From an optimization exercise on the open Yosys and OpenROAD flow, aimed at small area and a short achievable clock period; shortcuts taken in it are not production practice. The RTL was checked by simulation tests, not by an equivalence proof against the original design.

== run A ==
Design servo_frontend, start of the top module:
module servo_frontend (
	input  logic         clk1,
	input  logic         i_rst_n,
	input  logic [127:0] i_cfg,
	input  logic [32:0]  i_adc,
	input  logic [24:0]  i_dac,
	output logic [3:0]   o_afe,
	output logic [72:0]  o_filt,
	output logic [2:0]   o_spi,
	output logic         o_ldac_n,
	output logic         o_dac_credit
);
clock: 11.5 ns
lec_check: 0
abc_area: 0
cap_margin: 20
core_margin: 2
core_utilization: 40
slew_margin: 20
synth_hierarchical: 1
synth_minimum_keep_size: 0
standard.sh (not shown) runs the stock make flow with config.mk's settings and CLKGATE_MAP_FILE= SYNTH_SCRIPT=/design/flow/synth_recipe.tcl, a recipe that flattens the netlist after the stock synthesis.
==> flow/flow/run.sh <==
#!/bin/bash
# Standard layout (the standard.sh, standard synthesis unchanged), with
# - a tighter setup target for ORFS's timing repair (repair_timing
#   -setup_margin); the clock period and constraints stay the standard flow's,
# - every input and output port buffered with a buf_2 instead of the
#   larger cell buffer_ports picks by itself.
set -euo pipefail
export SETUP_SLACK_MARGIN=5.8
export BUFFER_PORTS_ARGS="-buffer_cell sky130_fd_sc_hd__buf_2"
bash standard.sh finish > standard.log 2>&1
> inputs changed (run A -> run B)
- setting CTS_BUF_LIST to sky130_fd_sc_hd__clkbuf_4 for the first time
diff --git a/flow/flow/run.sh b/flow/flow/run.sh
--- a/flow/flow/run.sh
+++ b/flow/flow/run.sh
@@ -5 +5 @@
-# - every input and output port buffered with a buf_2 instead of the
+# - every input and output port buffered with a buf_1 instead of the
@@ -8,2 +8,2 @@
-export SETUP_SLACK_MARGIN=5.8
-export BUFFER_PORTS_ARGS="-buffer_cell sky130_fd_sc_hd__buf_2"
+export SETUP_SLACK_MARGIN=6.2
+export BUFFER_PORTS_ARGS="-buffer_cell sky130_fd_sc_hd__buf_1"
Looking at the reports, run B completed the entire flow and the layout it produced met the timing, design-rule and antenna checks.
For the clock-buffer cell count, run B came in 139 higher than run A did.
Run B vs. run A: share of final-layout standard cells stronger than drive strength 1 +2.6 points; met3 demand-to-capacity share in global routing +1.9 points; buffering overhead +0.30 points; cell area after placement -about 0.5%.
The final-layout worst hold slack was comparable across run B and run A.
On maximum frequency, the lower figure sits with run A, not run B.
On instance count along the most critical hold path: between run B and run A, it ends up higher for run A.
Run B does better than run A on final setup slack of the worst path.
Here is what was changed in the inputs of run C compared with run B.
- changing CTS_BUF_LIST from sky130_fd_sc_hd__clkbuf_4 to sky130_fd_sc_hd__clkbuf_8
==> comparison <==
- As far as synthesized cell count goes, run B and run C are indistinguishable; the numbers are identical.
- Count of clock-buffer cells in the layout: run C vs run B down 101
- Fmax: run C below run B
- Diff run B -> run C: global-route track usage on met1 picked up an extra 0.22 points, worst-margin pin slew went down 0.0069 ns.
- Looking at worst setup path startpoint, the u_adc_path.g_chan[1].u_iir.y_prev[15] result is from run B; the u_adc_path.g_chan[1].u_iir.y_prev[8] one comes from run C.
- Comparing run B against run C, there is no change at all in area after synthesis.
- Run B was smaller in final cell area than run C.
- Routed wire length per instance: run B and run C compared, higher one is run C
- The detailed-route vias per instance reported for run C is greater than that of run B by about 0.8%.
The following lists how run D was set up differently from run C:
- CTS_BUF_LIST no longer set, was sky130_fd_sc_hd__clkbuf_8
diff --git a/flow/flow/run.sh b/flow/flow/run.sh
--- a/flow/flow/run.sh
+++ b/flow/flow/run.sh
@@ -5 +5 @@
-# - every input and output port buffered with a buf_1 instead of the
+# - every input and output port buffered with a buf_2 instead of the
@@ -9 +9 @@
-export BUFFER_PORTS_ARGS="-buffer_cell sky130_fd_sc_hd__buf_1"
+export BUFFER_PORTS_ARGS="-buffer_cell sky130_fd_sc_hd__buf_2"
[summary]
- First-pass GRT wire length across run C and run D: no real change.
- Looking at final setup slack of the worst path, run D sits 0.033 ns below run C.
- Changes observed in run D relative to run C: number of instances in the synthesized netlist stayed essentially flat, total track usage stayed essentially flat, detailed route wirelength on metal3 fell by 1800 microns, number of buffers added for setup after CTS fell by 14.
- Any difference in total wire length between run C and run D is small enough to ignore.
- Changes observed in run D relative to run C: post-route clock period utilization increased by 0.28 points relative to the old numbers, number of flip-flops and latches did not really move.
Modified inputs, run E compared to run D
diff --git a/flow/flow/run.sh b/flow/flow/run.sh
--- a/flow/flow/run.sh
+++ b/flow/flow/run.sh
@@ -5 +5 @@
-# - every input and output port buffered with a buf_2 instead of the
+# - every input and output port buffered with a buf_1 instead of the
@@ -8,2 +8,2 @@
-export SETUP_SLACK_MARGIN=6.2
-export BUFFER_PORTS_ARGS="-buffer_cell sky130_fd_sc_hd__buf_2"
+export SETUP_SLACK_MARGIN=6.3
+export BUFFER_PORTS_ARGS="-buffer_cell sky130_fd_sc_hd__buf_1"
==> results.txt <==
From run D to run E the numbers moved as follows: final cycle utilization of the critical path -0.65 points; post-cts resize count +96; worst setup slack increased 0.075 ns.
Compared run E vs run D, and number of antenna violations at the first check in global routing is down in run E.
Comparing run E and run D, the higher number of standard cells in the final layout excluding fillers is on run E.

[separate check: timing with driven ports]
The results above use ideal ports. As a check the final layouts listed here were re-extracted and re-timed, cells and wires unchanged.
Step 1: set_driving_cell puts a clkbuf_16 on clk1 and a buf_2 on each other input, an assumption about the parent block.
Step 2 also shifts input and output timing later by t, the mid clock arrival at the registers, as if the neighbouring blocks saw the same clock.
a / b / c = ideal / step 1 / step 2; a / b = the first two.
run	shift t [ns]	setup WS [ns]	worst setup path after step 2	latest minus earliest clock arrival (ns)	cell pins on the clock port's net
run A	0.758	5.943 / 5.943 / 5.799	input to register	0.043 / 0.044	1
run B	1.256	6.278 / 6.278 / 5.670	input to register	0.107 / 0.107	1
run C	0.942	6.235 / 6.235 / 5.686	input to register	0.094 / 0.094	1
run D	0.758	6.202 / 6.202 / 5.795	input to register	0.045 / 0.045	1
run E	0.756	6.277 / 6.277 / 5.782	input to register	0.051 / 0.051	1
After both steps every run listed still meets setup and hold. For run B, which loses most, drivers alone change the setup slack by 0.000 ns; drivers and shift together by -0.608 ns.
